Context: an optimization exercise on an open-source flow, tuned for small area, a short achievable clock period and few clock cycles per item. The choices shown serve that exercise and are no tape-out recipe. Only simulation tests tie the RTL to the original design; equivalence was not proved. Power is estimated from default activity; no workload was simulated.

==> flow/design.v <==
`default_nettype none
package etach_pkg;
	localparam int SPAN_W      = 17;
	localparam int RATE_W      = 20;
	localparam int REV_W       = 20;
	localparam int ELAPSED_W   = 24;
	localparam int PADDR_W     = 3;
	localparam int PDATA_W     = 32;
	localparam logic [SPAN_W-1:0]    SPAN_RESET  = 17'd65535;
	localparam logic [RATE_W-1:0]    RATE_RESET  = 20'd62500;
	localparam logic [REV_W-1:0]     REV_MAX     = 20'd1000000;
	localparam logic [ELAPSED_W-1:0] ELAPSED_MAX = 24'hFFFFFF;
	localparam logic REG_SPAN = 1'b0;
	localparam logic REG_RATE = 1'b1;
	localparam logic OP_OVERFLOW = 1'b0;
	localparam logic OP_EDGE     = 1'b1;
	typedef struct packed {
		logic channel;
		logic ovf_sat;
	} meas_tag_t;
endpackage
`default_nettype wire
`default_nettype none
module etach_fifo #(
	parameter int WIDTH = 8,
	parameter int DEPTH = 2
) (
	input  wire              clk,
	input  wire              arst_n,
	input  wire              push,
	input  wire  [WIDTH-1:0] wdata,
	input  wire              pop,
	output logic [WIDTH-1:0] rdata,
	output logic             full,
	output logic             empty
);
	localparam int PTR_W = (DEPTH > 1) ? $clog2(DEPTH) : 1;
	localparam int CNT_W = $clog2(DEPTH + 1);
	logic [WIDTH-1:0] mem_q [DEPTH];
	logic [PTR_W-1:0] wr_ptr_q;
	logic [PTR_W-1:0] rd_ptr_q;
	logic [CNT_W-1:0] count_q;
	assign full  = (count_q == CNT_W'(DEPTH));
	assign empty = (count_q == '0);
	assign rdata = mem_q[rd_ptr_q];
	always_ff @(posedge clk) begin
		if (push) begin
			mem_q[wr_ptr_q] <= wdata;
		end
	end
	always_ff @(posedge clk or negedge arst_n) begin
		if (!arst_n) begin
			wr_ptr_q <= '0;
			rd_ptr_q <= '0;
			count_q  <= '0;
		end else begin
			if (push) begin
				wr_ptr_q <= (wr_ptr_q == PTR_W'(DEPTH - 1)) ? '0 : wr_ptr_q + 1'b1;
			end
			if (pop) begin
				rd_ptr_q <= (rd_ptr_q == PTR_W'(DEPTH - 1)) ? '0 : rd_ptr_q + 1'b1;
			end
			if (push && !pop) begin
				count_q <= count_q + 1'b1;
			end else if (pop && !push) begin
				count_q <= count_q - 1'b1;
			end
		end
	end
endmodule
`default_nettype wire
`default_nettype none
import etach_pkg::*;
module etach_front #(
	parameter int CAPTURE_BITS  = 16,
	parameter int OVERFLOW_BITS = 8
) (
	input  wire                      clk,
	input  wire                      arst_n,
	input  wire                      in_valid,
	output logic                     in_ready,
	input  wire                      operation,
	input  wire                      channel,
	input  wire  [CAPTURE_BITS-1:0]  capture,
	input  wire                      p_take,       
	input  wire                      p_idle_next,  
	output logic                     f_meas,
	output logic                     m_channel,
	output logic                     m_ovf_sat,
	output logic [OVERFLOW_BITS-1:0] m_ovf,
	output logic [CAPTURE_BITS:0]    m_diff        
);
	localparam logic [OVERFLOW_BITS-1:0] OVF_MAX = {OVERFLOW_BITS{1'b1}};
	logic                     f_valid_q;
	logic                     f_op_q;
	logic                     f_ch_q;
	logic [CAPTURE_BITS-1:0]  f_cap_q;
	logic                     in_ready_q;
	logic [CAPTURE_BITS-1:0]  last_q [2];
	logic [OVERFLOW_BITS-1:0] ovf_q  [2];
	logic [1:0]               seen_q;
	logic [1:0]               seen_next;
	logic                     f_go;
	logic                     f_meas_next;
	assign in_ready = in_ready_q;
	assign f_meas    = f_valid_q && f_op_q && seen_q[f_ch_q];
	assign f_go      = f_valid_q && (!f_meas || p_take);
	assign m_channel = f_ch_q;
	assign m_ovf     = ovf_q[f_ch_q];
	assign m_ovf_sat = (ovf_q[f_ch_q] == OVF_MAX);
	assign m_diff    = {1'b0, f_cap_q} - {1'b0, last_q[f_ch_q]};
	always_comb begin
		seen_next = seen_q;
		if (f_go && f_op_q) begin
			seen_next[f_ch_q] = 1'b1;
		end
	end
	assign f_meas_next = in_ready_q ? (in_valid && operation && seen_next[channel])
	                                : (f_meas && !p_take);
	always_ff @(posedge clk or negedge arst_n) begin
		if (!arst_n) begin
			f_valid_q  <= 1'b0;
			in_ready_q <= 1'b1;
			seen_q     <= '0;
		end else begin
			if (in_ready_q) begin
				f_valid_q <= in_valid;
			end else if (f_go) begin
				f_valid_q <= 1'b0;
			end
			in_ready_q <= !f_meas_next || p_idle_next;
			seen_q     <= seen_next;
		end
	end
	always_ff @(posedge clk) begin
		if (in_ready_q) begin
			f_op_q  <= operation;
			f_ch_q  <= channel;
			f_cap_q <= capture;
		end
		if (f_go) begin
			for (int c = 0; c < 2; c++) begin
				if (!f_op_q) begin
					if (ovf_q[c] != OVF_MAX) begin
						ovf_q[c] <= ovf_q[c] + 1'b1;
					end
				end else if (f_ch_q == c[0]) begin
					last_q[c] <= f_cap_q;
					ovf_q[c]  <= '0;
				end
			end
		end
	end
endmodule
`default_nettype wire
`default_nettype none
import etach_pkg::*;
module etach_back #(
	parameter int CAPTURE_BITS  = 16,
	parameter int OVERFLOW_BITS = 8
) (
	input  wire                                 clk,
	input  wire                                 arst_n,
	input  wire  [etach_pkg::SPAN_W-1:0]        counter_span,
	input  wire  [etach_pkg::RATE_W-1:0]        rate_numerator,
	input  wire                                 f_meas,
	input  wire                                 m_channel,
	input  wire                                 m_ovf_sat,
	input  wire  [OVERFLOW_BITS-1:0]            m_ovf,
	input  wire  [CAPTURE_BITS:0]               m_diff,
	output logic                                p_take,
	output logic                                p_idle_next,
	output logic                                out_valid,
	input  wire                                 out_ready,
	output logic                                result_channel,
	output logic [etach_pkg::REV_W-1:0]         revolutions,
	output logic [etach_pkg::ELAPSED_W-1:0]     elapsed_ticks,
	output logic                                saturated
);
	localparam int ACC_W = 26;   
	localparam int SP_W  = SPAN_W + OVERFLOW_BITS - 1;
	localparam int BL_W  = 5;
	function automatic logic [BL_W-1:0] bitlen24(input logic [23:0] v);
		bitlen24 = '0;
		for (int i = 0; i < 24; i++) begin
			if (v[i]) bitlen24 = BL_W'(i + 1);
		end
	endfunction
	logic [RATE_W-1:0] rm1;
	logic [BL_W-1:0]   blr_q;      
	logic              rnz_q;      
	logic              rbig_q;     
	assign rm1 = rate_numerator - 1'b1;
	always_ff @(posedge clk) begin
		blr_q  <= bitlen24(24'(rm1));
		rnz_q  <= (rate_numerator != '0);
		rbig_q <= (rate_numerator > REV_MAX);
	end
	logic                     p_idle_q, p_mul_q, p_rdy_q;
	logic                     p_ch_q, p_sat_q;
	logic signed [ACC_W-1:0]  p_acc_q;
	logic [SP_W-1:0]          p_sp_q;
	logic [OVERFLOW_BITS-1:0] p_ovf_q;
	logic [3:0]               p_m_q;
	logic                     p_zero_q, p_one_q, p_big_q;
	logic                     p_load;
	logic                     p_norm;
	logic                     d_take;
	logic d_take_c;
	assign p_take = p_idle_q || (p_rdy_q && d_take_c);
	assign p_load = f_meas && p_take;
	assign p_norm = p_mul_q && (p_ovf_q == '0);
	assign p_idle_next = !p_load && p_take;
	logic             n_neg, n_big, n_zero, n_one, n_div;
	logic [BL_W-1:0]  n_blt;
	logic [BL_W:0]    n_diffbl;
	logic [3:0]       n_m;
	always_comb begin
		n_neg    = p_acc_q[ACC_W-1];
		n_big    = !n_neg && (p_acc_q[ACC_W-2:24] != '0);
		n_zero   = n_neg || (p_acc_q == '0);
		n_one    = (p_acc_q == ACC_W'(1));
		n_blt    = bitlen24(p_acc_q[23:0]);
		n_diffbl = {1'b0, blr_q} - {1'b0, n_blt};
		n_div    = !n_neg && !n_big && !n_one && rnz_q && !n_diffbl[BL_W] && (p_acc_q[23:0] != '0);
		n_m      = n_div ? 4'((n_diffbl + 2) >> 1) : 4'd0;
	end
	always_ff @(posedge clk or negedge arst_n) begin
		if (!arst_n) begin
			p_idle_q <= 1'b1;
			p_mul_q  <= 1'b0;
			p_rdy_q  <= 1'b0;
		end else begin
			if (p_load) begin
				p_idle_q <= 1'b0;
				p_mul_q  <= 1'b1;
				p_rdy_q  <= 1'b0;
			end else if (p_rdy_q && d_take) begin
				p_idle_q <= 1'b1;
				p_rdy_q  <= 1'b0;
			end else if (p_norm) begin
				p_mul_q  <= 1'b0;
				p_rdy_q  <= 1'b1;
			end
		end
	end
	always_ff @(posedge clk) begin
		if (p_load) begin
			p_ch_q  <= m_channel;
			p_sat_q <= m_ovf_sat;
			p_acc_q <= {{(ACC_W-CAPTURE_BITS-1){m_diff[CAPTURE_BITS]}}, m_diff};
			p_sp_q  <= SP_W'(counter_span);
			p_ovf_q <= m_ovf;
		end else begin
			p_acc_q <= p_acc_q + (p_ovf_q[0] ? ACC_W'(p_sp_q) : ACC_W'(0));
			p_sp_q  <= p_sp_q << 1;
			p_ovf_q <= p_ovf_q >> 1;
		end
		p_m_q    <= n_m;
		p_zero_q <= n_zero;
		p_one_q  <= n_one;
		p_big_q  <= n_big;
	end
	logic              d_idle_q, d_run_q, d_done_q;
	logic              d_ch_q, d_sat_q;
	logic [23:0]       d_t_q;
	logic [21:0]       d_t3_q;
	logic [RATE_W-1:0] d_rem_q;
	logic [RATE_W-1:0] d_q_q;
	logic [RATE_W-1:0] d_qp_q;
	logic [3:0]        d_j_q;
	logic [1:0]        d_nb_q;
	logic              out_free;
	logic              d_last;
	logic              d_xfer;
	logic [RATE_W-1:0] h_rem;
	logic [RATE_W-1:0] h_qp;
	logic [1:0]        h_nb;
	logic [3:0]        h_mm1;
	logic [23:0]       h_t;
	assign h_t   = p_zero_q ? 24'd0 : (p_big_q ? ELAPSED_MAX : p_acc_q[23:0]);
	assign h_mm1 = p_m_q - 4'd1;
	assign h_rem = rm1 >> {p_m_q, 1'b0};
	assign h_nb  = 2'(rm1 >> {h_mm1, 1'b0});
	always_comb begin
		if (p_zero_q) begin
			h_qp = REV_MAX;
		end else if (p_one_q) begin
			h_qp = rbig_q ? REV_MAX : rate_numerator;
		end else begin
			h_qp = RATE_W'(rnz_q);
		end
	end
	logic [22:0] s_sh, s_1, s_2, s_3;
	logic [1:0]  s_dig;
	logic [RATE_W-1:0] s_rem;
	logic [RATE_W-1:0] s_q, s_qp;
	always_comb begin
		s_sh = {1'b0, d_rem_q, d_nb_q};
		s_1  = s_sh - {3'b0, d_t_q[19:0]};
		s_2  = s_sh - {2'b0, d_t_q[19:0], 1'b0};
		s_3  = s_sh - {1'b0, d_t3_q};
		if (!s_3[22]) begin
			s_dig = 2'd3;
			s_rem = s_3[RATE_W-1:0];
		end else if (!s_2[22]) begin
			s_dig = 2'd2;
			s_rem = s_2[RATE_W-1:0];
		end else if (!s_1[22]) begin
			s_dig = 2'd1;
			s_rem = s_1[RATE_W-1:0];
		end else begin
			s_dig = 2'd0;
			s_rem = s_sh[RATE_W-1:0];
		end
		s_q  = {d_q_q[RATE_W-3:0], s_dig};
		s_qp = (s_dig == 2'd3) ? {d_qp_q[RATE_W-3:0], 2'b00}
		                       : {d_q_q[RATE_W-3:0], s_dig + 2'd1};
	end
	logic              out_valid_q;
	logic              out_ch_q;
	logic [REV_W-1:0]  out_rev_q;
	logic [23:0]       out_el_q;
	logic              out_sat_q;
	assign out_free = !out_valid_q || out_ready;
	assign d_last   = d_run_q && (d_j_q == 4'd0);
	assign d_xfer   = (d_last || d_done_q) && out_free;
	assign d_take   = d_idle_q || d_xfer;
	assign d_take_c = d_idle_q || ((d_last || d_done_q) && !out_valid_q);
	logic d_load_s;
	assign d_load_s = p_rdy_q && (d_idle_q || d_last || d_done_q);
	logic d_load;
	assign d_load = p_rdy_q && d_take;
	always_ff @(posedge clk or negedge arst_n) begin
		if (!arst_n) begin
			d_idle_q    <= 1'b1;
			d_run_q     <= 1'b0;
			d_done_q    <= 1'b0;
			out_valid_q <= 1'b0;
		end else begin
			if (d_load) begin
				d_idle_q <= 1'b0;
				d_run_q  <= (p_m_q != 4'd0);
				d_done_q <= (p_m_q == 4'd0);
			end else if (d_xfer) begin
				d_idle_q <= 1'b1;
				d_run_q  <= 1'b0;
				d_done_q <= 1'b0;
			end else if (d_last) begin
				d_run_q  <= 1'b0;
				d_done_q <= 1'b1;
			end
			if (d_xfer) begin
				out_valid_q <= 1'b1;
			end else if (out_ready) begin
				out_valid_q <= 1'b0;
			end
		end
	end
	always_ff @(posedge clk) begin
		if (d_load) begin
			d_ch_q  <= p_ch_q;
			d_sat_q <= p_sat_q || p_big_q || p_zero_q || (p_one_q && rbig_q);
			d_t_q   <= h_t;
			d_t3_q  <= 22'(p_acc_q[19:0]) + {1'b0, p_acc_q[19:0], 1'b0};
			d_qp_q  <= h_qp;
		end else if (d_run_q) begin
			d_qp_q  <= s_qp;
		end
		if (d_load_s) begin
			d_rem_q <= h_rem;
			d_q_q   <= '0;
			d_j_q   <= h_mm1;
			d_nb_q  <= h_nb;
		end else begin
			d_rem_q <= s_rem;
			d_q_q   <= s_q;
			d_j_q   <= d_j_q - 4'd1;
			d_nb_q  <= 2'(rm1 >> {d_j_q - 4'd1, 1'b0});
		end
		if (d_xfer) begin
			out_ch_q  <= d_ch_q;
			out_rev_q <= d_run_q ? s_qp : d_qp_q;
			out_el_q  <= d_t_q;
			out_sat_q <= d_sat_q;
		end
	end
	assign out_valid      = out_valid_q;
	assign result_channel = out_ch_q;
	assign revolutions    = out_rev_q;
	assign elapsed_ticks  = out_el_q;
	assign saturated      = out_sat_q;
endmodule
`default_nettype wire
`default_nettype none
import etach_pkg::*;
module edge_period_tachometer #(
	parameter int CHANNELS      = 2,
	parameter int CAPTURE_BITS  = 16,
	parameter int OVERFLOW_BITS = 8
) (
	input  wire                                 clk,
	input  wire                                 arst_n,
	input  wire                                 psel,
	input  wire                                 penable,
	input  wire                                 pwrite,
	input  wire  [etach_pkg::PADDR_W-1:0]       paddr,
	input  wire  [etach_pkg::PDATA_W-1:0]       pwdata,
	output logic [etach_pkg::PDATA_W-1:0]       prdata,
	output logic                                pready,
	input  wire                                 in_valid,
	output logic                                in_ready,
	input  wire                                 operation,
	input  wire                                 channel,
	input  wire  [CAPTURE_BITS-1:0]             capture,
	output logic                                out_valid,
	input  wire                                 out_ready,
	output logic                                result_channel,
	output logic [etach_pkg::REV_W-1:0]         revolutions,
	output logic [etach_pkg::ELAPSED_W-1:0]     elapsed_ticks,
	output logic                                saturated
);
	logic [SPAN_W-1:0]        span_q;
	logic [RATE_W-1:0]        rate_q;
	logic [RATE_W-1:0]        rdata_q;
	logic                     cfg_wr;
	logic                     p_take;
	logic                     p_idle_next;
	logic                     f_meas;
	logic                     m_channel;
	logic                     m_ovf_sat;
	logic [OVERFLOW_BITS-1:0] m_ovf;
	logic [CAPTURE_BITS:0]    m_diff;
	assign pready = 1'b1;
	assign cfg_wr = psel && penable && pwrite;
	always_ff @(posedge clk or negedge arst_n) begin
		if (!arst_n) begin
			span_q <= SPAN_RESET;
			rate_q <= RATE_RESET;
		end else if (cfg_wr) begin
			case (paddr[2])
				REG_SPAN: span_q <= pwdata[SPAN_W-1:0];
				REG_RATE: rate_q <= pwdata[RATE_W-1:0];
				default: begin
				end
			endcase
		end
	end
	always_ff @(posedge clk) begin
		case (paddr[2])
			REG_SPAN: rdata_q <= RATE_W'(span_q);
			default:  rdata_q <= rate_q;
		endcase
	end
	assign prdata = PDATA_W'(rdata_q);
	etach_front #(
		.CAPTURE_BITS  (CAPTURE_BITS),
		.OVERFLOW_BITS (OVERFLOW_BITS)
	) u_front (
		.clk         (clk),
		.arst_n      (arst_n),
		.in_valid    (in_valid),
		.in_ready    (in_ready),
		.operation   (operation),
		.channel     (channel),
		.capture     (capture),
		.p_take      (p_take),
		.p_idle_next (p_idle_next),
		.f_meas      (f_meas),
		.m_channel   (m_channel),
		.m_ovf_sat   (m_ovf_sat),
		.m_ovf       (m_ovf),
		.m_diff      (m_diff)
	);
	etach_back #(
		.CAPTURE_BITS  (CAPTURE_BITS),
		.OVERFLOW_BITS (OVERFLOW_BITS)
	) u_back (
		.clk            (clk),
		.arst_n         (arst_n),
		.counter_span   (span_q),
		.rate_numerator (rate_q),
		.f_meas         (f_meas),
		.m_channel      (m_channel),
		.m_ovf_sat      (m_ovf_sat),
		.m_ovf          (m_ovf),
		.m_diff         (m_diff),
		.p_take         (p_take),
		.p_idle_next    (p_idle_next),
		.out_valid      (out_valid),
		.out_ready      (out_ready),
		.result_channel (result_channel),
		.revolutions    (revolutions),
		.elapsed_ticks  (elapsed_ticks),
		.saturated      (saturated)
	);
endmodule
`default_nettype wire
==> flow/run.sh <==
#!/bin/bash
# synth_recipe.tcl (not shown) runs the flow's synth.tcl, then flattens the netlist and writes it again
# the make line also repeats each setting of config.mk as NAME=value (left out here)
make -C /OpenROAD-flow-scripts/flow DESIGN_CONFIG=/design/flow/config.mk WORK_HOME=/design/flow/orfs CLKGATE_MAP_FILE= SYNTH_SCRIPT=/design/flow/synth_recipe.tcl finish
==> flow/config.mk <==
export PLATFORM = sky130hd
export DESIGN_NAME = edge_period_tachometer
export DESIGN_NICKNAME = edge_period_tachometer
export VERILOG_FILES = /design/flow/design.v
export SDC_FILE = /design/flow/constraint.sdc
export NUM_CORES = 4
export LEC_CHECK = 0
export CAP_MARGIN = 20
export CORE_MARGIN = 2
export CORE_UTILIZATION = 40
export SETUP_SLACK_MARGIN = 4.0
export SLEW_MARGIN = 20
==> flow/constraint.sdc <==
create_clock -name core_clock -period 7.0 [get_ports {clk}]
set_input_delay 1.4000 -clock core_clock [delete_from_list [all_inputs] [get_ports {clk}]]
set_output_delay 1.4000 -clock core_clock [all_outputs]
set_load 0.01 [all_outputs]
==> implementation parameters, run 1 <==
Parameter                              Value

Outcome
  Status  no timing/DRC/antenna violations

Run
  Max-cap violation count    0

Worst setup path
  FF-to-FF setup slack    3.89 ns
  Arr. time, crit path    approximately 3.6 ns
  Category of the worst setup path launch point    flop
  Stages on worst setup path    14
  CP max-delay cell    edfxtp_1
  Maximum cell stage delay along the critical path    ~0.4 ns
  CP cell instances    ha_4, fa_2, nor2b_4, o31ai_4, a221oi_2, a211o_1, o21ai_2, o21ai_4, buf_12, buf_6, buf_12, mux2i_1, a21oi_2, a22o_1
  Critical path data required time    7.47 ns
  Critical setup path kind    flop to flop
  Number of cell instances on the worst register-to-register path    14
  Library cell appearing most often on the critical path    buf_12
  Crit path max-delay family    compound AO/OA/AOI/OAI gates
  Crit path capture type    flop
  Worst path bufs/invs    3
  Maximum fanout encountered on the critical timing path    8

Yosys
  Cell with the most instances after synthesis    nor2_1
  Synthesized area per cell    ~10 sq um
  Share of synthesized area occupied by flip-flops and latches    43.69%
  Post-synthesis xor/xnor area fraction    between 5 and 6%
  Number of instances in the synthesized netlist    approximately 2100
  Proportion of synthesized area in mux cells    7.185%
  Post-synth ARST share    13.11%
  Top cells by area in the synthesized netlist    edfxtp_1 23%, dfxtp_1 15%, ha_1 8.8%
  Compound-cell area share of the yosys netlist    15.99%
  Summed instance area of the synthesized netlist    0.02111 sq mm
  Post-synth EDFFs    162
  Synth Register Bits    roughly 370
  Synth Flop Type    edfxtp_1
  Ranking of synthesized cells by instance count    213 x nor2_1, 162 x edfxtp_1, 156 x dfxtp_1
  Largest family of logic cells by synthesized area    compound AO/OA/AOI/OAI gates
  Fraction of the mapped netlist area in adder cells    9.497%
  Number of unique standard cell types used by synthesis    96
  Simple-gate share of the synthesized area    about 15%
  Library cell with the largest summed area after synthesis    edfxtp_1
  Yosys warning count    5
  Area share of the largest cell type after synthesis    23.05%

Clock network
  Cell at the root of the clock tree    clkbuf_16
  Maximum count of clock buffers along a single path    3
  TritonCTS clock tree    done
  Clock insertion delay at the later pin of the skew report    0.59 ns
  Total number of H-tree levels    2
  CTS clk-pin slew, worst paths    0.06 ns
  Inserted Clock Buffers    45
  Total number of clock tree sinks    366

Floorplanning
  Number of placement rows    84
  Die Footprint    0.05462 sq mm
  Die W    between 200 and 250 um
  Placeable core area    0.05234 sq mm
  Initial cell density of the core    between 40% and 50%
  I/O Pins    141
  Die height    roughly 230 um

Drt
  DRT Pass-1 Iters    5
  Total wire length after detailed routing    ~58000 um
  Count of routing violations after the opening detailed-route iteration    1061
  Routed vias    16460
  Detail-routed net length per standard cell    approximately 19 um
  Number of nets with antenna violations after detailed routing    0
  Per-cell via count in the routed design    5.445
  Count of unresolved DRC violations after routing    0

STA
  Hold_ws    0.4103 ns
  Final Max Slew Viols    0
  Achievable Freq    0.3213 GHz
  Worst slew margin    25.42%
  Final cycle utilization of the critical path    44.46%
  Final Hold Violating Endpoints    0
  Setup repair after global routing missed its margin    true
  Final setup viols    0
  Slew at the pin closest to its max-slew limit    ~1.1 ns
  Worst clock skew    0.02938 ns
  Minimum clock period after layout    3.112 ns
  Setup TNS    0 ns

Power and ir drop
  Worst supply voltage drop on vdd    0.0001797 V
  Combinational Power Share    42.8%
  Psw    between 3000 and 4000 uW
  Pleak    0.01059 uW
  Areal power density over the cells    roughly 350 mW/mm^2
  Switch share    35.29%
  Pint    6044 uW
  Sequential Power Share    30.3%
  Part of the total power dissipated in the clock network    27.0%

Finish
  Total inserted antenna cells    0
  Post-route design area    0.02642 sq mm
  Share of final-layout standard cells stronger than drive strength 1    19.70%
  Area grow syn2layout    25.16%
  Number of nets at the end of the flow    between 2000 and 3000
  Filler Cell Count    4802
  Post-layout instance count excluding filler cells    3023

Global route
  Pin count of the biggest net entering global routing    67
  Remaining global-route overflow    0
  Number of antenna violations at the first check in global routing    0
  Global-route wire length before repair    91340 um
  Aggregate global-route resource usage    between 20% and 30%
  Number of global-route vias before repair    approximately 17000

Place
  Instance count after placement with tap cells included    2857
  Area post-placement    0.02292 sq mm
  Number of buffers added on ports    113
  Routability congestion estimate    approximately 0.91
  Detailed-placement wirelength estimate    around 40000 um

Min path
  Class of the most critical hold timing path    flop to flop
  Min-Delay Path Depth    0
## cells by family after synthesis
kind of cell,Yosys count
flops,366
compound gates,510
simple gates,630
xor+xnor,122
fa+ha+maj,156
other cells,2
mux,136
buf+inv,185
## worst register-to-register path: stages, from the launching register on
cell and delay, ns:
edfxtp_1 0.41, ha_4 0.18, fa_2 0.36, nor2b_4 0.15, o31ai_4 0.08, a221oi_2 0.30, a211o_1 0.26, o21ai_2 0.10
o21ai_4 0.20, buf_12 0.16, buf_6 0.10, buf_12 0.15, mux2i_1 0.24, a21oi_2 0.10, a22o_1 0.22
## through the flow
stage	worst slack [ns]	total power [uW]	util, %
after floorplan	3.915	5070	-
after global placement	2.646	5798	43.78
after detailed placement	2.544	5844	43.79
after CTS	3.874	9103	49.40
after global routing	3.766	9852	50.47
final	3.888	9341	50.47
## layer usage
| metal | global-route usage (%) | part of all wire, % |
|---|---|---|
| met2 | 36.38 | 48 |
| met4 | 7.892 | 3.4 |
| met5 | 0 | 0 |
| met3 | 2.954 | 4.8 |
| met1 | 27.17 | 43 |
## power groups by stage
stage / Sequential [uW] / Combinational, uW / Clock, uW
2_1_floorplan: 2700 / 2370 / 0
3_3_place_gp: 2840 / 2960 / 0
3_5_place_dp: 2850 / 3000 / 0
4_1_cts: 2810 / 3720 / 2580
5_1_grt: 2850 / 4340 / 2660
6_report: 2830 / 4000 / 2520
## worst paths after layout
| kind | start | end |
|---|---|---|
| worst max register to register | u_back.d_t3_q[0] | u_back.d_qp_q[5] |
| worst min register to register | u_back.d_t_q[22] | u_back.out_el_q[22] |
| max in group asynchronous | arst_n | u_back.out_valid_q |
| worst max-delay path | u_back.d_t3_q[0] | u_back.d_qp_q[5] |
| min in group asynchronous | arst_n | rate_q[3] |
| worst min-delay path | u_back.d_t_q[22] | u_back.out_el_q[22] |
## sequential cells by signal (all words and copies together) (netlist names), 2 cells and up
register and cells:
u_back.p_acc_q 26, u_front.seen_q 2, u_back.d_qp_q 20, u_front.last_q 32, u_front.ovf_q 16, span_q 17
rate_q 20, u_back.out_el_q 24, u_back.p_sp_q 24, u_back.d_j_q 4, u_back.p_ovf_q 8, u_back.out_rev_q 20
u_back.p_m_q 4, u_back.blr_q 5, u_front.f_cap_q 16, u_back.d_t3_q 22, rdata_q 20, u_back.d_t_q 24
u_back.d_rem_q 20, u_back.d_nb_q 2, u_back.d_q_q 18
## layout make-up
type                    instances  area, sq um  share of cell area, %
clock buffers                  58         1257                  4.760
flip-flops and latches        366         9256                  35.04
inverters                     101        389.1                  1.473
clock inverters                25        364.1                  1.378
well taps                     688        860.8                  3.259
repair buffers                215         2242                  8.488
multi-input cells            1570        12050                  45.60
## cell usage in the layout (no fill, tap or decap), types with 13 or more instances in the layout
| cell type | n |
|---|---|
| a211o_1 | 16 |
| a21o_1 | 41 |
| a21oi_1 | 118 |
| a21oi_2 | 19 |
| a22o_1 | 14 |
| a31oi_1 | 15 |
| and2_1 | 58 |
| and3_1 | 18 |
| buf_12 | 15 |
| buf_4 | 71 |
| clkbuf_16 | 47 |
| clkdlybuf4s50_1 | 110 |
| conb_1 | 13 |
| dfrtp_1 | 19 |
| dfstp_2 | 25 |
| dfxtp_1 | 144 |
| edfxtp_1 | 162 |
| ha_1 | 135 |
| inv_1 | 91 |
| mux2_2 | 62 |
| mux2i_1 | 57 |
| nand2_1 | 133 |
| nand2b_1 | 26 |
| nand3_1 | 39 |
| nor2_1 | 208 |
| nor3_1 | 26 |
| nor4_1 | 13 |
| o211ai_1 | 28 |
| o21a_1 | 31 |
| o21ai_0 | 82 |
| o21ai_1 | 15 |
| xnor2_1 | 71 |
| xor2_1 | 47 |
## timing repair
item / in CTS / in global routing
pin swaps: 53 / 60
resized for setup: 155 / 86
cloned: 9 / 0
hold buffers: 0 / 0
setup buffers: 49 / 25
endpoints found under the setup margin: 164 / 89
Testbench counts, summed over its fixed seeds: cycles 39,140, items 8,529.
==> inputs of run 2 (changes only) <==
==> flow/flow/run.sh (new file) <==
#!/bin/bash
# The standard layout, with plain buffers on the ports instead of the
# delay buffers buffer_ports picks by default.
set -euo pipefail
export BUFFER_PORTS_ARGS="-buffer_cell sky130_fd_sc_hd__buf_1"
bash standard.sh > standard_flow.log 2>&1
==> flow/standard.sh (new file) <==
#!/bin/bash
# synth_recipe.tcl (not shown) runs the flow's synth.tcl, then flattens the netlist and writes it again
# the make line also repeats each setting of config.mk as NAME=value (left out here)
make -C /OpenROAD-flow-scripts/flow DESIGN_CONFIG=/design/flow/config.mk WORK_HOME=/design/flow/orfs CLKGATE_MAP_FILE= SYNTH_SCRIPT=/design/flow/synth_recipe.tcl "${@:-finish}"
removed: flow/run.sh
==> run 2 against run 1 <==
Global-route usage down 0.16 points. Routed wire length is 1.2% higher. Via count up 0.41%. Hold slack improved by 0.014 ns. Synthesized area unchanged. Clock skew shrank 0.0083 ns. Still clean on timing, DRC and antenna.
==> implementation parameters, run 2 <==
Parameter                              Value

Finish
  Largest registers    u_front.last_q (32), u_back.p_acc_q (26) (unchanged)
  Post-route design area    0.02581 sq mm (was 0.02642 sq mm)
  Number of nets at the end of the flow    2521 (was 2515)
  Filler Cell Count    4718 (was 4802)
  Total inserted antenna cells    0 (unchanged)
  Post-layout instance count excluding filler cells    3027 (was 3023)
  Number of flip-flops in the largest register    32 (unchanged)
  Area grow syn2layout    22.31% (was 25.16%)
  Leading cell type in the layout, fill and taps excluded    nor2_1 (unchanged)
  Top library cells by usage in the layout, fill and taps aside    211 x nor2_1, 162 x edfxtp_1, 140 x dfxtp_1, 136 x ha_1, 132 x nand2_1 (was 208 x nor2_1, 162 x edfxtp_1, 144 x dfxtp_1, 135 x ha_1, 133 x nand2_1)
  Share of final-layout standard cells stronger than drive strength 1    21.21% (was 19.70%)
  Largest reg by FF count    u_front.last_q (unchanged)

Global route
  Global-route wire length before repair    90750 um (was 91340 um)
  Aggregate global-route resource usage    21.07% (was 21.23%)
  Remaining global-route overflow    0 (unchanged)
  Pin count of the biggest net entering global routing    66 (was 67)
  Number of global-route vias before repair    16400 (was 16810)
  Number of antenna violations at the first check in global routing    0 (unchanged)

Drt
  Detail-routed net length per standard cell    19.28 um (was 19.06 um)
  Number of nets with antenna violations after detailed routing    0 (unchanged)
  Count of routing violations after the opening detailed-route iteration    1257 (was 1061)
  Count of unresolved DRC violations after routing    0 (unchanged)
  Per-cell via count in the routed design    5.460 (was 5.445)
  Total wire length after detailed routing    58350 um (was 57630 um)
  Routed vias    16530 (was 16460)
  DRT Pass-1 Iters    5 (unchanged)

STA
  Worst clock skew    0.02110 ns (was 0.02938 ns)
  Setup TNS    0 ns (unchanged)
  Achievable Freq    0.3127 GHz (was 0.3213 GHz)
  Worst slew margin    36.00% (was 25.42%)
  Minimum clock period after layout    3.198 ns (was 3.112 ns)
  Setup repair after global routing missed its margin    true (unchanged)
  Final setup viols    0 (unchanged)
  Slew at the pin closest to its max-slew limit    0.9586 ns (was 1.117 ns)
  Final Hold Violating Endpoints    0 (unchanged)
  Final cycle utilization of the critical path    45.68% (was 44.46%)
  Final Max Slew Viols    0 (unchanged)

Worst setup path
  Maximum fanout encountered on the critical timing path    5 (was 8)
  Maximum cell stage delay along the critical path    0.43 ns (was 0.41 ns)
  Crit path capture type    flop (unchanged)
  Arr. time, crit path    3.67 ns (was 3.58 ns)
  Crit path max-delay family    compound AO/OA/AOI/OAI gates (unchanged)
  Critical setup path kind    flop to flop (unchanged)
  Critical path data required time    7.47 ns (about the same)
  CP max-delay cell    edfxtp_1 (unchanged)
  CP cell instances    ha_4, fa_2, nor2b_4, o31ai_4, a221oi_4, a211o_1, o21ai_2, o21ai_4, buf_6, buf_12, buf_16, mux2i_2, a21oi_2, a22o_1 (was ha_4, fa_2, nor2b_4, o31ai_4, a221oi_2, a211o_1, o21ai_2, o21ai_4, buf_12, buf_6, buf_12, mux2i_1, a21oi_2, a22o_1)
  Worst path bufs/invs    3 (unchanged)
  Category of the worst setup path launch point    flop (unchanged)

Yosys
  Post-synth EDFFs    162 (unchanged)
  Synth Register Bits    366 (unchanged)
  Number of unique standard cell types used by synthesis    96 (unchanged)
  Synthesized area per cell    10.02 sq um (unchanged)
  Area share of the largest cell type after synthesis    23.05% (unchanged)
  Yosys warning count    5 (unchanged)
  Summed instance area of the synthesized netlist    0.02111 sq mm (unchanged)
  Library cell with the largest summed area after synthesis    edfxtp_1 (unchanged)
  Top cells by area in the synthesized netlist    edfxtp_1 23%, dfxtp_1 15%, ha_1 8.8% (unchanged)
  Ranking of synthesized cells by instance count    213 x nor2_1, 162 x edfxtp_1, 156 x dfxtp_1 (unchanged)
  Synth Flop Type    edfxtp_1 (unchanged)
  Number of instances in the synthesized netlist    2107 (unchanged)
  Share of synthesized area occupied by flip-flops and latches    43.69% (unchanged)
  Post-synth ARST share    13.11% (unchanged)
  Cell with the most instances after synthesis    nor2_1 (unchanged)

Floorplanning
  Die Footprint    0.05462 sq mm (unchanged)
  Die height    233.7 um (unchanged)
  I/O Pins    141 (unchanged)
  Placeable core area    0.05234 sq mm (unchanged)
  Initial cell density of the core    40.32% (unchanged)
  Die W    233.7 um (unchanged)
  Number of placement rows    84 (unchanged)

Power and ir drop
  Areal power density over the cells    361.3 mW/mm^2 (was 353.6 mW/mm^2)
  Pleak    0.01028 uW (was 0.01059 uW)
  Worst supply voltage drop on vdd    0.0001801 V (was 0.0001797 V)

Clock network
  Total number of clock tree sinks    366 (unchanged)
  TritonCTS clock tree    done (unchanged)
  CTS clk-pin slew, worst paths    0.06 ns (about the same)
  Inserted Clock Buffers    42 (was 45)
  Maximum count of clock buffers along a single path    3 (unchanged)
  Cell at the root of the clock tree    clkbuf_16 (unchanged)
  Number of hold buffers added after CTS    0 (unchanged)
  Total number of H-tree levels    2 (unchanged)
  Clock insertion delay at the later pin of the skew report    0.58 ns (was 0.59 ns)

Run
  Max-cap violation count    0 (unchanged)

Min path
  Class of the most critical hold timing path    flop to flop (unchanged)

Place
  Number of buffers added on ports    113 (unchanged)
  Detailed-placement wirelength estimate    39710 um (was 40280 um)
  Routability congestion estimate    0.8982 (was 0.9085)
  Area post-placement    0.02219 sq mm (was 0.02292 sq mm)
  Instance count after placement with tap cells included    2854 (was 2857)

Outcome
  Status  no timing/DRC/antenna violations (unchanged)
run 2: cell counts after synthesis:
No cell type changed its count.
run 2: per-stage QoR:
stage	total power [uW]	util (%)	hold WS [ns]	worst slack, ns
floorplan	5070	-	0.4003	3.915
global placement	5731	42.40	0.4115	2.739
detailed placement	5781	42.40	0.4107	2.722
CTS	8841	47.64	0.4255	3.798
global route	9825	49.32	0.4423	3.698
finish	9326	49.32	0.4247	3.802
run 2: kinds of logic (layout without fill, tap and decap cells):
| group | count (synthesis) | after routing | synth area share (%) |
|---|---|---|---|
| compound gates | 510 | 510 | 15.99 |
| xor+xnor | 122 | 122 | 5.134 |
| other cells | 2 | 13 | 0.03558 |
| flops | 366 | 366 | 43.69 |
| mux | 136 | 136 | 7.185 |
| buf+inv | 185 | 400 | 3.741 |
| simple gates | 630 | 636 | 14.72 |
| fa+ha+maj | 156 | 156 | 9.497 |
run 2: final timing paths:
path,startpoint,end,slack [ns],cells past startpoint
worst min-delay path,u_back.d_ch_q,u_back.out_ch_q,0.42,0
min in group asynchronous,arst_n,rate_q[4],0.93,2
worst min register to register,u_back.d_ch_q,u_back.out_ch_q,0.42,0
max in group asynchronous,arst_n,rate_q[7],5.62,2
worst max-delay path,u_back.d_t3_q[0],u_back.d_qp_q[4],3.80,14
worst max register to register,u_back.d_t3_q[0],u_back.d_qp_q[4],3.80,14
run 2: area by class of cell:
type	count	area [sq um]	share of cell area (%)
clock buffers	56	1206	4.673
clock inverters	22	183.9	0.7125
inverters	101	392.9	1.522
multi-input cells	1573	12270	47.52
flip-flops and latches	366	9265	35.89
well taps	688	860.8	3.335
repair buffers	221	1639	6.350
run 2: worst reg2reg max path, stage by stage (launching register included):
cell	delay, ns
edfxtp_1	0.43
ha_4	0.20
fa_2	0.37
nor2b_4	0.18
o31ai_4	0.10
a221oi_4	0.28
a211o_1	0.25
o21ai_2	0.09
o21ai_4	0.25
buf_6	0.17
buf_12	0.10
buf_16	0.12
mux2i_2	0.23
a21oi_2	0.09
a22o_1	0.23
run 2: per-layer routing:
metal  share of wire, %  global-route usage (%)  wire length [um]  vias to the layer above
met1                 44                   27.52             25470                     7966
li1                   -                       -                 -                     8013
met2                 48                   35.16             28180                      438
met3                4.8                   3.015              2797                      110
met4                3.3                   8.267              1902                        0
met5                  0                       0                 0                        -
run 2: timing repair:
| action | CTS | global route |
|---|---|---|
| cloned | 14 | 2 |
| pin swaps | 61 | 61 |
| buffers inserted | 48 | 31 |
| resized for setup | 162 | 135 |
| setup endpoints to repair | 179 | 126 |
run 2: where the power goes:
part,internal (uW),total (uW),switching (uW)
registers,2510,2840,330
clock network,1270,2200,935
logic,2110,4280,2180
total,5890,9330,3440
==> inputs of run 3 (changes only) <==
--- a/flow/config.mk
+++ b/flow/config.mk
@@ -8,5 +8,7 @@
 export CAP_MARGIN = 20
 export CORE_MARGIN = 2
-export CORE_UTILIZATION = 40
+export CORE_UTILIZATION = 55
+export CTS_BUF_LIST = sky130_fd_sc_hd__clkbuf_8
+export CTS_CLUSTER_SIZE = 30
 export SETUP_SLACK_MARGIN = 4.0
 export SLEW_MARGIN = 20
==> run 3 against run 2 <==
Still clean. Clock power decreased by 6%. First-iteration DRC count decreased by 25%. Hold slack lost 0.0071 ns. Critical path depth is the same. Global-route usage increased by 6.2 points. Die area is 27% lower. Synthesized area unchanged. Via count increased by 0.49%. Critical path type unchanged.
==> implementation parameters, run 3 <==
Parameter                              Value

Yosys
  Simple-gate share of the synthesized area    14.72% (unchanged)
  Fraction of the mapped netlist area in adder cells    9.497% (unchanged)
  Synth Flop Type    edfxtp_1 (unchanged)
  Ranking of synthesized cells by instance count    213 x nor2_1, 162 x edfxtp_1, 156 x dfxtp_1 (unchanged)
  Number of instances in the synthesized netlist    2107 (unchanged)
  Synth Register Bits    366 (unchanged)
  Summed instance area of the synthesized netlist    0.02111 sq mm (unchanged)
  Post-synth EDFFs    162 (unchanged)
  Number of unique standard cell types used by synthesis    96 (unchanged)
  Area share of the largest cell type after synthesis    23.05% (unchanged)
  Synthesized area per cell    10.02 sq um (unchanged)
  Post-synth ARST share    13.11% (unchanged)
  Share of synthesized area occupied by flip-flops and latches    43.69% (unchanged)
  Post-synthesis xor/xnor area fraction    5.134% (unchanged)
  Compound-cell area share of the yosys netlist    15.99% (unchanged)
  Top cells by area in the synthesized netlist    edfxtp_1 23%, dfxtp_1 15%, ha_1 8.8% (unchanged)
  Library cell with the largest summed area after synthesis    edfxtp_1 (unchanged)
  Largest family of logic cells by synthesized area    compound AO/OA/AOI/OAI gates (unchanged)
  Yosys warning count    5 (unchanged)
  Proportion of synthesized area in mux cells    7.185% (unchanged)
  Cell with the most instances after synthesis    nor2_1 (unchanged)

Clock network
  Cell at the root of the clock tree    clkbuf_8 (was clkbuf_16)
  TritonCTS clock tree    done (unchanged)
  Maximum count of clock buffers along a single path    3 (unchanged)
  Total number of clock tree sinks    366 (unchanged)
  Total number of H-tree levels    3 (was 2)
  Clock insertion delay at the later pin of the skew report    0.63 ns (was 0.58 ns)
  Inserted Clock Buffers    66 (was 42)
  CTS clk-pin slew, worst paths    0.06 ns (about the same)

STA
  Final setup viols    0 (unchanged)
  Worst slew margin    27.40% (was 36.00%)
  Setup repair after global routing missed its margin    true (unchanged)
  Setup TNS    0 ns (unchanged)
  Setup WS post-layout    3.940 ns (was 3.802 ns)
  Final cycle utilization of the critical path    43.72% (was 45.68%)
  Worst clock skew    0.02314 ns (was 0.02110 ns)
  Minimum clock period after layout    3.060 ns (was 3.198 ns)
  Final Hold Violating Endpoints    0 (unchanged)
  Final Max Slew Viols    0 (unchanged)
  Achievable Freq    0.3268 GHz (was 0.3127 GHz)
  Slew at the pin closest to its max-slew limit    1.088 ns (was 0.9586 ns)

Finish
  Top library cells by usage in the layout, fill and taps aside    210 x nor2_1, 162 x edfxtp_1, 143 x dfxtp_1, 139 x ha_1, 136 x nand2_1 (was 211 x nor2_1, 162 x edfxtp_1, 140 x dfxtp_1, 136 x ha_1, 132 x nand2_1)
  Share of final-layout standard cells stronger than drive strength 1    20.93% (was 21.21%)
  Post-route design area    0.02523 sq mm (was 0.02581 sq mm)
  Number of flip-flops in the largest register    32 (unchanged)
  Largest reg by FF count    u_front.last_q (unchanged)
  Total inserted antenna cells    0 (unchanged)
  Post-layout instance count excluding filler cells    2900 (was 3027)
  Leading cell type in the layout, fill and taps excluded    nor2_1 (unchanged)
  Area grow syn2layout    19.56% (was 22.31%)
  Filler Cell Count    3025 (was 4718)
  Largest registers    u_front.last_q (32), u_back.p_acc_q (26) (unchanged)
  Number of nets at the end of the flow    2553 (was 2521)

Drt
  DRT Pass-1 Iters    7 (was 5)
  Detail-routed net length per standard cell    19.07 um (was 19.28 um)
  Number of nets with antenna violations after detailed routing    0 (unchanged)
  Total wire length after detailed routing    55320 um (was 58350 um)
  Count of routing violations after the opening detailed-route iteration    942 (was 1257)
  Routed vias    16610 (was 16530)
  Count of unresolved DRC violations after routing    0 (unchanged)
  Per-cell via count in the routed design    5.727 (was 5.460)

Global route
  Global-route wire length before repair    84930 um (was 90750 um)
  Number of antenna violations at the first check in global routing    1 (was 0)
  Aggregate global-route resource usage    27.28% (was 21.07%)
  Remaining global-route overflow    0 (unchanged)
  Pin count of the biggest net entering global routing    67 (was 66)
  Number of global-route vias before repair    16040 (was 16400)

Worst setup path
  Maximum fanout encountered on the critical timing path    6 (was 5)
  CP max-delay cell    edfxtp_1 (unchanged)
  Crit path capture type    flop (unchanged)
  CP cell instances    ha_4, fa_2, nor2b_4, o31ai_4, a221oi_2, a211o_1, o21ai_2, o21ai_4, buf_12, buf_8, buf_16, mux2i_2, a21oi_2, a22o_1 (was ha_4, fa_2, nor2b_4, o31ai_4, a221oi_4, a211o_1, o21ai_2, o21ai_4, buf_6, buf_12, buf_16, mux2i_2, a21oi_2, a22o_1)
  Critical setup path kind    flop to flop (unchanged)
  Category of the worst setup path launch point    flop (unchanged)
  FF-to-FF setup slack    3.94 ns (was 3.80 ns)
  Crit path max-delay family    compound AO/OA/AOI/OAI gates (unchanged)
  Maximum cell stage delay along the critical path    0.43 ns (about the same)
  Critical path data required time    7.51 ns (was 7.47 ns)
  Worst path bufs/invs    3 (unchanged)
  Arr. time, crit path    3.57 ns (was 3.67 ns)

Floorplanning
  Die Footprint    0.03996 sq mm (was 0.05462 sq mm)
  Initial cell density of the core    55.90% (was 40.32%)
  Die W    199.9 um (was 233.7 um)
  Placeable core area    0.03776 sq mm (was 0.05234 sq mm)
  Number of placement rows    71 (was 84)
  I/O Pins    141 (unchanged)
  Die height    199.9 um (was 233.7 um)

Outcome
  Status  no timing/DRC/antenna violations (unchanged)

Power and ir drop
  Areal power density over the cells    349.2 mW/mm^2 (was 361.3 mW/mm^2)
  Psw    3242 uW (was 3441 uW)
  Pleak    0.01034 uW (was 0.01028 uW)
  Sequential Power Share    32.0% (was 30.5%)
  Worst supply voltage drop on vdd    0.0002423 V (was 0.0001801 V)
  Part of the total power dissipated in the clock network    23.5% (was 23.6%)
  Combinational Power Share    44.5% (was 45.9%)
  Pint    5569 uW (was 5886 uW)
  Switch share    36.80% (was 36.89%)

Place
  Area post-placement    0.02200 sq mm (was 0.02219 sq mm)
  Instance count after placement with tap cells included    2680 (was 2854)
  Number of buffers added on ports    113 (unchanged)
  Worst slack after detailed placement    2.706 ns (was 2.722 ns)
  Routability congestion estimate    0.9344 (was 0.8982)
  Detailed-placement wirelength estimate    38180 um (was 39710 um)

Run
  Max-cap violation count    0 (unchanged)

Min path
  Class of the most critical hold timing path    flop to flop (unchanged)
==> run 3: cell counts after synthesis <==
Identical to the previous run, type by type.
==> run 3: cell type report <==
class                           count  area, sq um  share of cell area (%)
Clock inverter                     41        276.5                   1.096
Sequential cell                   366         9258                   36.69
Inverter                          101        399.1                   1.582
Timing Repair Buffer              233         1615                   6.402
Clock buffer                       79         1087                   4.309
Multi-Input combinational cell   1569        11960                   47.39
Tap cell                          511        639.4                   2.534
==> run 3: power groups by stage <==
stage / Combinational (uW) / Clock [uW] / Sequential [uW]
5_1_grt: 4230 / 2210 / 2840
3_3_place_gp: 2880 / 0 / 2840
6_report: 3920 / 2070 / 2820
4_1_cts: 3410 / 2120 / 2800
2_1_floorplan: 2370 / 0 / 2700
3_5_place_dp: 2920 / 0 / 2850
==> run 3: cells by family after synthesis <==
family          Yosys count
xor+xnor                122
simple gates            630
other cells               2
compound gates          510
mux                     136
fa+ha+maj               156
buf+inv                 185
flops                   366
==> run 3: what timing repair did <==
action | CTS | global route
pin swaps | 45 | 68
buffers inserted | 49 | 42
gates cloned | 4 | 4
setup endpoints to repair | 179 | 123
resized for setup | 113 | 120
hold buffers | 0 | 0
==> run 3: path summary, 6_finish.rpt <==
kind,startpoint,endpoint,cells past startpoint
min,u_back.d_t_q[22],u_back.out_el_q[22],0
max in group asynchronous,arst_n,rate_q[4],2
min in group asynchronous,arst_n,u_back.d_run_q,2
max reg2reg,u_back.d_t3_q[0],u_back.d_qp_q[3],14
min reg2reg,u_back.d_t_q[22],u_back.out_el_q[22],0
max,u_back.d_t3_q[0],u_back.d_qp_q[3],14
==> run 3: worst reg2reg max path: cells and delay by family, from the launching register on <==
| kind | cells | cell delay (ns) |
|---|---|---|
| multiplexers | 1 | 0.23 |
| buffers and inverters | 3 | 0.40 |
| AO/OA/AOI/OAI | 7 | 1.17 |
| AND/OR/NAND/NOR | 1 | 0.16 |
| adder cells (fa/ha/maj) | 2 | 0.57 |
| flip-flops | 1 | 0.43 |
==> run 3: metal layers <==
layer | part of all wire, % | wire length [um] | global-route usage (%) | vias to the layer above
met1 | 43 | 24010 | 35.18 | 7918
met4 | 3.2 | 1777 | 9.136 | 0
met2 | 49 | 26910 | 46.80 | 448
met3 | 4.7 | 2615 | 4.368 | 136
met5 | 0 | 0 | 0 | -
li1 | - | - | - | 8106
==> run 3: metrics by stage <==
| step | power, uW | util (%) | hold slack (ns) |
|---|---|---|---|
| detailed placement | 5767 | 58.26 | 0.4045 |
| CTS | 8330 | 64.47 | 0.4193 |
| floorplan | 5070 | - | 0.4003 |
| global route | 9291 | 66.83 | 0.4269 |
| finish | 8811 | 66.83 | 0.4176 |
| global placement | 5725 | 58.25 | 0.4031 |
==> inputs of run 4 (changes only) <==
--- a/flow/config.mk
+++ b/flow/config.mk
@@ -9,6 +9,7 @@
 export CORE_MARGIN = 2
 export CORE_UTILIZATION = 55
-export CTS_BUF_LIST = sky130_fd_sc_hd__clkbuf_8
-export CTS_CLUSTER_SIZE = 30
+export CTS_BUF_LIST = sky130_fd_sc_hd__clkbuf_16
+export CTS_CLUSTER_DIAMETER = 60
+export CTS_CLUSTER_SIZE = 20
 export SETUP_SLACK_MARGIN = 4.0
 export SLEW_MARGIN = 20
==> run 4 against run 3 <==
Synthesized cell count is the same. Critical path depth grew 2. First-iteration DRC count grew 1.3%. Hold slack gained 0.0029 ns. Via count shrank 1.1%. Clock skew is essentially flat. Critical endpoint is now u_back.p_m_q[2]. Largest cell class unchanged. Highest routed layer unchanged.
==> implementation parameters, run 4 <==
Parameter                              Value

Clock network
  Total number of H-tree levels    2 (was 3)
  TritonCTS clock tree    done (unchanged)
  Cell at the root of the clock tree    clkbuf_16 (was clkbuf_8)
  Maximum count of clock buffers along a single path    3 (unchanged)
  Clock insertion delay at the later pin of the skew report    0.56 ns (was 0.63 ns)
  Number of hold buffers added after CTS    0 (unchanged)
  Total number of clock tree sinks    366 (unchanged)
  Inserted Clock Buffers    37 (was 66)
  CTS clk-pin slew, worst paths    0.08 ns (was 0.06 ns)

Floorplanning
  Number of placement rows    71 (unchanged)
  Die Footprint    0.03996 sq mm (unchanged)
  Initial cell density of the core    55.90% (unchanged)
  Die W    199.9 um (unchanged)
  Die height    199.9 um (unchanged)
  Placeable core area    0.03776 sq mm (unchanged)
  I/O Pins    141 (unchanged)

Worst setup path
  Category of the worst setup path launch point    flop (unchanged)
  Critical setup path kind    flop to flop (unchanged)
  Crit path capture type    flop (unchanged)
  Critical path data required time    7.45 ns (was 7.51 ns)
  Arr. time, crit path    3.48 ns (was 3.57 ns)
  Maximum fanout encountered on the critical timing path    3 (was 6)

Drt
  Total wire length after detailed routing    55010 um (was 55320 um)
  DRT Pass-1 Iters    7 (unchanged)
  Count of unresolved DRC violations after routing    0 (unchanged)
  Per-cell via count in the routed design    5.773 (was 5.727)
  Routed vias    16430 (was 16610)
  Detail-routed net length per standard cell    19.33 um (was 19.07 um)
  Number of nets with antenna violations after detailed routing    0 (unchanged)
  Count of routing violations after the opening detailed-route iteration    954 (was 942)

Yosys
  Post-synth ARST share    13.11% (unchanged)
  Synth Flop Type    edfxtp_1 (unchanged)
  Synth Register Bits    366 (unchanged)
  Ranking of synthesized cells by instance count    213 x nor2_1, 162 x edfxtp_1, 156 x dfxtp_1 (unchanged)
  Cell with the most instances after synthesis    nor2_1 (unchanged)
  Share of synthesized area occupied by flip-flops and latches    43.69% (unchanged)
  Top cells by area in the synthesized netlist    edfxtp_1 23%, dfxtp_1 15%, ha_1 8.8% (unchanged)
  Yosys warning count    5 (unchanged)
  Synthesized area per cell    10.02 sq um (unchanged)
  Area share of the largest cell type after synthesis    23.05% (unchanged)
  Number of unique standard cell types used by synthesis    96 (unchanged)
  Post-synth EDFFs    162 (unchanged)
  Number of instances in the synthesized netlist    2107 (unchanged)
  Summed instance area of the synthesized netlist    0.02111 sq mm (unchanged)
  Library cell with the largest summed area after synthesis    edfxtp_1 (unchanged)

STA
  Final Hold Violating Endpoints    0 (unchanged)
  Worst clock skew    0.02277 ns (was 0.02314 ns)
  Slew at the pin closest to its max-slew limit    1.077 ns (was 1.088 ns)
  Setup WS post-layout    3.970 ns (was 3.940 ns)
  Setup repair after global routing missed its margin    true (unchanged)
  Final Max Slew Viols    0 (unchanged)
  Minimum clock period after layout    3.030 ns (was 3.060 ns)
  Achievable Freq    0.3300 GHz (was 0.3268 GHz)
  Worst slew margin    28.12% (was 27.40%)
  Final cycle utilization of the critical path    43.29% (was 43.72%)
  Final setup viols    0 (unchanged)
  Setup TNS    0 ns (unchanged)

Finish
  Number of nets at the end of the flow    2525 (was 2553)
  Total inserted antenna cells    0 (unchanged)
  Post-route design area    0.02518 sq mm (was 0.02523 sq mm)
  Largest registers    u_front.last_q (32), u_back.p_acc_q (26) (unchanged)
  Filler Cell Count    2992 (was 3025)
  Number of flip-flops in the largest register    32 (unchanged)
  Area grow syn2layout    19.33% (was 19.56%)
  Largest reg by FF count    u_front.last_q (unchanged)
  Leading cell type in the layout, fill and taps excluded    nor2_1 (unchanged)
  Top library cells by usage in the layout, fill and taps aside    207 x nor2_1, 162 x edfxtp_1, 144 x dfxtp_1, 138 x ha_1, 135 x nand2_1 (was 210 x nor2_1, 162 x edfxtp_1, 143 x dfxtp_1, 139 x ha_1, 136 x nand2_1)
  Share of final-layout standard cells stronger than drive strength 1    20.39% (was 20.93%)

Global route
  Number of global-route vias before repair    15680 (was 16040)
  Number of antenna violations at the first check in global routing    1 (unchanged)
  Pin count of the biggest net entering global routing    67 (unchanged)
  Aggregate global-route resource usage    26.92% (was 27.28%)
  Global-route wire length before repair    84160 um (was 84930 um)
  Remaining global-route overflow    0 (unchanged)

Outcome
  Status  no timing/DRC/antenna violations (unchanged)

Power and ir drop
  Pleak    0.01015 uW (was 0.01034 uW)
  Worst supply voltage drop on vdd    0.0002367 V (was 0.0002423 V)
  Areal power density over the cells    347.9 mW/mm^2 (was 349.2 mW/mm^2)

Place
  Area post-placement    0.02200 sq mm (unchanged)
  Routability congestion estimate    0.9344 (unchanged)
  Worst slack after detailed placement    2.706 ns (unchanged)
  Detailed-placement wirelength estimate    38180 um (unchanged)
  Number of buffers added on ports    113 (unchanged)

Min path
  Class of the most critical hold timing path    flop to flop (unchanged)

Run
  Max-cap violation count    0 (unchanged)
-- run 4: cell counts after synthesis --
No cell type changed its count.
-- run 4: final timing paths --
| path | slack (ns) | depth (start not counted) | endpoint | from |
|---|---|---|---|---|
| max in group asynchronous | 5.59 | 2 | rate_q[9] | arst_n |
| setup / recovery | 3.97 | 16 | u_back.p_m_q[2] | u_back.p_acc_q[2] |
| min in group asynchronous | 0.94 | 2 | rate_q[0] | arst_n |
| setup reg to reg | 3.97 | 16 | u_back.p_m_q[2] | u_back.p_acc_q[2] |
| hold reg to reg | 0.42 | 0 | u_back.out_el_q[22] | u_back.d_t_q[22] |
| hold / removal | 0.42 | 0 | u_back.out_el_q[22] | u_back.d_t_q[22] |
-- run 4: what timing repair did --
item                                    in CTS  in global routing
endpoints found under the setup margin     180                131
pin swaps                                   43                 83
setup buffers                               45                 45
resized for setup                          115                138
gates cloned                                 5                  5
-- run 4: per-layer routing --
layer | part of all wire (%) | track usage [%] | up-vias
li1 | - | - | 8031
met2 | 48 | 46.13 | 428
met1 | 44 | 35.32 | 7849
met5 | 0 | 0 | -
met4 | 3.5 | 9.547 | 0
met3 | 4.4 | 3.091 | 123
-- run 4: final cells by class --
class                      instances  area (sq um)  share of cell area, %
clock buffer                      38         950.9                  3.776
clock inverter                    27         280.3                  1.113
inverter                         101         399.1                  1.585
multi-input combinational       1570         12050                  47.83
sequential                       366          9259                  36.76
tap                              511         639.4                  2.539
timing repair buffer             233          1610                  6.394
-- run 4: critical path, cell delays in order (launching register included) --
cell and delay [ns]:
dfxtp_4 0.37, inv_4 0.04, ha_4 0.15, nor3_4 0.16, nor3_1 0.07, o31a_1 0.26, nor3_2 0.12, o31ai_1 0.09
a211o_1 0.26, a21o_1 0.22, ha_4 0.21, nor3_2 0.10, o211ai_1 0.19, a311o_1 0.34, and2_4 0.17, xnor2_1 0.12
nor2_1 0.05
-- run 4: cell families (layout without fill, tap and decap cells) --
group                      after synthesis  count (layout)  share of synthesized area (%)
and+or+nand+nor                        630             633                          14.72
buffers and inverters                  185             399                          3.741
DFF                                    366             366                          43.69
other                                    2              13                        0.03558
muxes                                  136             136                          7.185
xor gates and xnor gates               122             122                          5.134
AOI/OAI and AO/OA                      510             510                          15.99
adders and majority gates              156             156                          9.497
-- run 4: metrics by stage --
stage	power [uW]	util, %	hold slack, ns	cells
6_report	8763	66.70	0.4205	2846
5_1_grt	9218	66.70	0.4277	2846
4_1_cts	8248	64.02	0.4207	2795
3_5_place_dp	5767	58.26	0.4045	2680
3_3_place_gp	5725	58.25	0.4031	2680
2_1_floorplan	5070	-	0.4003	2118
-- run 4: report_power, final --
group | internal, uW | switching [uW] | total, uW
Combinational | 1890 | 2010 | 3910
Sequential | 2510 | 311 | 2820
Clock | 1080 | 955 | 2030
==> inputs of run 5 (changes only) <==
--- a/flow/config.mk
+++ b/flow/config.mk
@@ -10,6 +10,6 @@
 export CORE_UTILIZATION = 55
 export CTS_BUF_LIST = sky130_fd_sc_hd__clkbuf_16
-export CTS_CLUSTER_DIAMETER = 60
-export CTS_CLUSTER_SIZE = 20
+export CTS_CLUSTER_DIAMETER = 80
+export CTS_CLUSTER_SIZE = 25
 export SETUP_SLACK_MARGIN = 4.0
 export SLEW_MARGIN = 20
==> run 5 against run 4 <==
Still clean. Sequential cell count stayed put. Cell area fell by 1.5%. Sequential share of layout area increased by 0.57 points. Critical path type unchanged.
==> implementation parameters, run 5 <==
Parameter                              Value

Outcome
  Status  no timing/DRC/antenna violations (unchanged)

STA
  Final cycle utilization of the critical path    43.86% (was 43.29%)
  Slew at the pin closest to its max-slew limit    1.094 ns (was 1.077 ns)
  Final Max Slew Viols    0 (unchanged)
  Setup WS post-layout    3.930 ns (was 3.970 ns)
  Worst slew margin    26.93% (was 28.12%)
  Setup TNS    0 ns (unchanged)
  Setup repair after global routing missed its margin    true (unchanged)
  Final Hold Violating Endpoints    0 (unchanged)
  Minimum clock period after layout    3.070 ns (was 3.030 ns)
  Worst clock skew    0.02848 ns (was 0.02277 ns)
  Achievable Freq    0.3257 GHz (was 0.3300 GHz)
  Hold_ws    0.4284 ns (was 0.4205 ns)
  Final setup viols    0 (unchanged)

Drt
  Count of routing violations after the opening detailed-route iteration    915 (was 954)
  Routed vias    16300 (was 16430)
  Number of nets with antenna violations after detailed routing    0 (unchanged)
  Count of unresolved DRC violations after routing    0 (unchanged)
  Per-cell via count in the routed design    5.771 (was 5.773)
  DRT Pass-1 Iters    7 (unchanged)
  Detail-routed net length per standard cell    19.26 um (was 19.33 um)
  Total wire length after detailed routing    54390 um (was 55010 um)

Yosys
  Yosys warning count    5 (unchanged)
  Post-synth ARST share    13.11% (unchanged)
  Synthesized area per cell    10.02 sq um (unchanged)
  Cell with the most instances after synthesis    nor2_1 (unchanged)
  Area share of the largest cell type after synthesis    23.05% (unchanged)
  Proportion of synthesized area in mux cells    7.185% (unchanged)
  Number of unique standard cell types used by synthesis    96 (unchanged)
  Library cell with the largest summed area after synthesis    edfxtp_1 (unchanged)
  Post-synthesis xor/xnor area fraction    5.134% (unchanged)
  Synth Flop Type    edfxtp_1 (unchanged)
  Number of instances in the synthesized netlist    2107 (unchanged)
  Synth Register Bits    366 (unchanged)
  Simple-gate share of the synthesized area    14.72% (unchanged)
  Largest family of logic cells by synthesized area    compound AO/OA/AOI/OAI gates (unchanged)
  Summed instance area of the synthesized netlist    0.02111 sq mm (unchanged)
  Ranking of synthesized cells by instance count    213 x nor2_1, 162 x edfxtp_1, 156 x dfxtp_1 (unchanged)
  Post-synth EDFFs    162 (unchanged)
  Top cells by area in the synthesized netlist    edfxtp_1 23%, dfxtp_1 15%, ha_1 8.8% (unchanged)
  Share of synthesized area occupied by flip-flops and latches    43.69% (unchanged)
  Compound-cell area share of the yosys netlist    15.99% (unchanged)
  Fraction of the mapped netlist area in adder cells    9.497% (unchanged)

Clock network
  Cell at the root of the clock tree    clkbuf_16 (unchanged)
  TritonCTS clock tree    done (unchanged)
  Inserted Clock Buffers    25 (was 37)
  Maximum count of clock buffers along a single path    3 (unchanged)
  Total number of clock tree sinks    366 (unchanged)
  Total number of H-tree levels    1 (was 2)
  CTS clk-pin slew, worst paths    0.10 ns (was 0.08 ns)
  Clock insertion delay at the later pin of the skew report    0.58 ns (was 0.56 ns)

Finish
  Number of nets at the end of the flow    2511 (was 2525)
  Total inserted antenna cells    0 (unchanged)
  Largest reg by FF count    u_front.last_q (unchanged)
  Filler Cell Count    3025 (was 2992)
  Largest registers    u_front.last_q (32), u_back.p_acc_q (26) (unchanged)
  Top library cells by usage in the layout, fill and taps aside    210 x nor2_1, 162 x edfxtp_1, 142 x dfxtp_1, 138 x ha_1, 136 x nand2_1 (was 207 x nor2_1, 162 x edfxtp_1, 144 x dfxtp_1, 138 x ha_1, 135 x nand2_1)
  Number of flip-flops in the largest register    32 (unchanged)
  Leading cell type in the layout, fill and taps excluded    nor2_1 (unchanged)
  Final standard cell utilization of the core    65.71% (was 66.70%)
  Area grow syn2layout    17.55% (was 19.33%)
  Share of final-layout standard cells stronger than drive strength 1    19.63% (was 20.39%)

Worst setup path
  Arr. time, crit path    3.53 ns (was 3.48 ns)
  FF-to-FF setup slack    3.93 ns (was 3.97 ns)
  Critical path data required time    7.46 ns (was 7.45 ns)
  Category of the worst setup path launch point    flop (unchanged)
  Critical setup path kind    flop to flop (unchanged)
  Crit path capture type    flop (unchanged)
  Maximum fanout encountered on the critical timing path    3 (unchanged)

Place
  Number of buffers added on ports    113 (unchanged)
  Routability congestion estimate    0.9344 (unchanged)
  Worst slack after detailed placement    2.706 ns (unchanged)
  Detailed-placement wirelength estimate    38180 um (unchanged)

Global route
  Pin count of the biggest net entering global routing    67 (unchanged)
  Remaining global-route overflow    0 (unchanged)
  Aggregate global-route resource usage    26.64% (was 26.92%)
  Global-route wire length before repair    83790 um (was 84160 um)
  Number of antenna violations at the first check in global routing    0 (was 1)
  Number of global-route vias before repair    15570 (was 15680)

Min path
  Class of the most critical hold timing path    flop to flop (unchanged)

Power and ir drop
  Pleak    0.009978 uW (was 0.01015 uW)
  Areal power density over the cells    336.3 mW/mm^2 (was 347.9 mW/mm^2)
  Post-layout power    8343 uW (was 8763 uW)
  Worst supply voltage drop on vdd    0.0002693 V (was 0.0002367 V)

Run
  Max-cap violation count    0 (unchanged)

Floorplanning
  Initial cell density of the core    55.90% (unchanged)
  Die height    199.9 um (unchanged)
  Number of placement rows    71 (unchanged)
  I/O Pins    141 (unchanged)
  Die W    199.9 um (unchanged)
  Die Footprint    0.03996 sq mm (unchanged)
  Placeable core area    0.03776 sq mm (unchanged)
## run 5: cells by family (layout without fill, tap and decap cells)
group	count (synthesis)	after routing
flops	366	366
xor+xnor	122	122
compound gates	510	510
buf+inv	185	379
mux	136	136
other cells	2	13
simple gates	630	631
fa+ha+maj	156	156
## run 5: metrics by stage
stage | cells | instance area, sq um
after floorplan | 2118 | 21180
after global placement | 2680 | 21990
after detailed placement | 2680 | 22000
after CTS | 2774 | 23800
after global routing | 2824 | 24810
final | 2824 | 24810
## run 5: layout make-up
| class | instances | area (sq um) | share of cell area [%] |
|---|---|---|---|
| Multi-Input combinational cell | 1568 | 12050 | 48.56 |
| Sequential cell | 366 | 9261 | 37.33 |
| Timing Repair Buffer | 233 | 1597 | 6.435 |
| Tap cell | 511 | 639.4 | 2.577 |
| Clock buffer | 25 | 625.6 | 2.522 |
| Inverter | 101 | 396.6 | 1.599 |
| Clock inverter | 20 | 242.7 | 0.9784 |
## run 5: path summary, 6_finish.rpt
check / cells past startpoint / start / end
hold / removal: 0 / u_back.d_t_q[22] / u_back.out_el_q[22]
setup / recovery: 16 / u_back.p_acc_q[1] / u_back.p_m_q[2]
setup reg to reg: 16 / u_back.p_acc_q[1] / u_back.p_m_q[2]
min in group asynchronous: 2 / arst_n / u_front.f_valid_q
hold reg to reg: 0 / u_back.d_t_q[22] / u_back.out_el_q[22]
max in group asynchronous: 2 / arst_n / rate_q[7]
## run 5: repair_timing
action	CTS	global route
setup endpoints to repair	180	122
gates resized for setup	115	129
gates cloned	4	3
buffers inserted	45	46
hold buffers	0	0
pin swaps	30	76
## run 5: critical path, cell delays in order, from the launching register on
cell and delay, ns:
dfxtp_4 0.38, inv_6 0.04, ha_4 0.15, nor3_4 0.17, nor3_2 0.05, o31a_1 0.25, nor3_2 0.12, o31ai_1 0.08
a211o_1 0.28, a21o_4 0.23, ha_4 0.18, nor3_2 0.15, o211ai_1 0.19, a311o_1 0.33, and2_1 0.17, xnor2_1 0.12
nor2_1 0.05
## run 5: per-layer routing
layer	vias to the layer above	global-route usage (%)	share of wire, %
met2	414	45.67	49
met1	7803	35.66	44
met5	-	0	0
li1	7983	-	-
met4	0	7.709	2.9
met3	97	2.991	4.6
## run 5: power breakdown
| group | internal [uW] | switching (uW) |
|---|---|---|
| sequential | 2510 | 306 |
| combinational | 1900 | 2030 |
| clock | 719 | 874 |
| total | 5130 | 3210 |

-- separate check: timing with driven ports --
Ports are ideal in the flow. The routed layouts listed here were re-timed in OpenROAD.
Step 1 (the two cells are an assumption about what drives the block):
set clk [get_ports {clk}]
set_driving_cell -lib_cell sky130_fd_sc_hd__clkbuf_16 $clk
set_driving_cell -lib_cell sky130_fd_sc_hd__buf_2 [delete_from_list [all_inputs] $clk]
Step 2, shift: input delay + t, output delay - t, t = (earliest + latest rising clock arrival at the registers) / 2. This alone moves slack from input paths to output paths.
a / b / c = ideal ports / drivers / drivers and shift; a / b = the first two.
| run | t (ns) | slack for setup (ns) | worst hold slack (ns) | slew at the worst register clock pin (ns) | cell pins on the clock port's net |
|---|---|---|---|---|---|
| run 1 | 0.633 | 3.888 / 3.888 / 3.494 | 0.410 / 0.410 / 0.410 | 0.07 / 0.07 | 1 |
| run 2 | 0.627 | 3.802 / 3.802 / 3.591 | 0.425 / 0.425 / 0.425 | 0.07 / 0.07 | 1 |
| run 3 | 0.667 | 3.940 / 3.940 / 3.518 | 0.418 / 0.418 / 0.418 | 0.07 / 0.07 | 1 |
| run 4 | 0.605 | 3.970 / 3.970 / 3.531 | 0.420 / 0.420 / 0.420 | 0.08 / 0.08 | 1 |
| run 5 | 0.615 | 3.930 / 3.930 / 3.497 | 0.428 / 0.428 / 0.428 | 0.10 / 0.10 | 1 |
After both steps setup and hold are still met in every run listed. For run 4, which loses most, drivers alone change the setup slack by 0.000 ns; drivers and shift together by -0.439 ns.
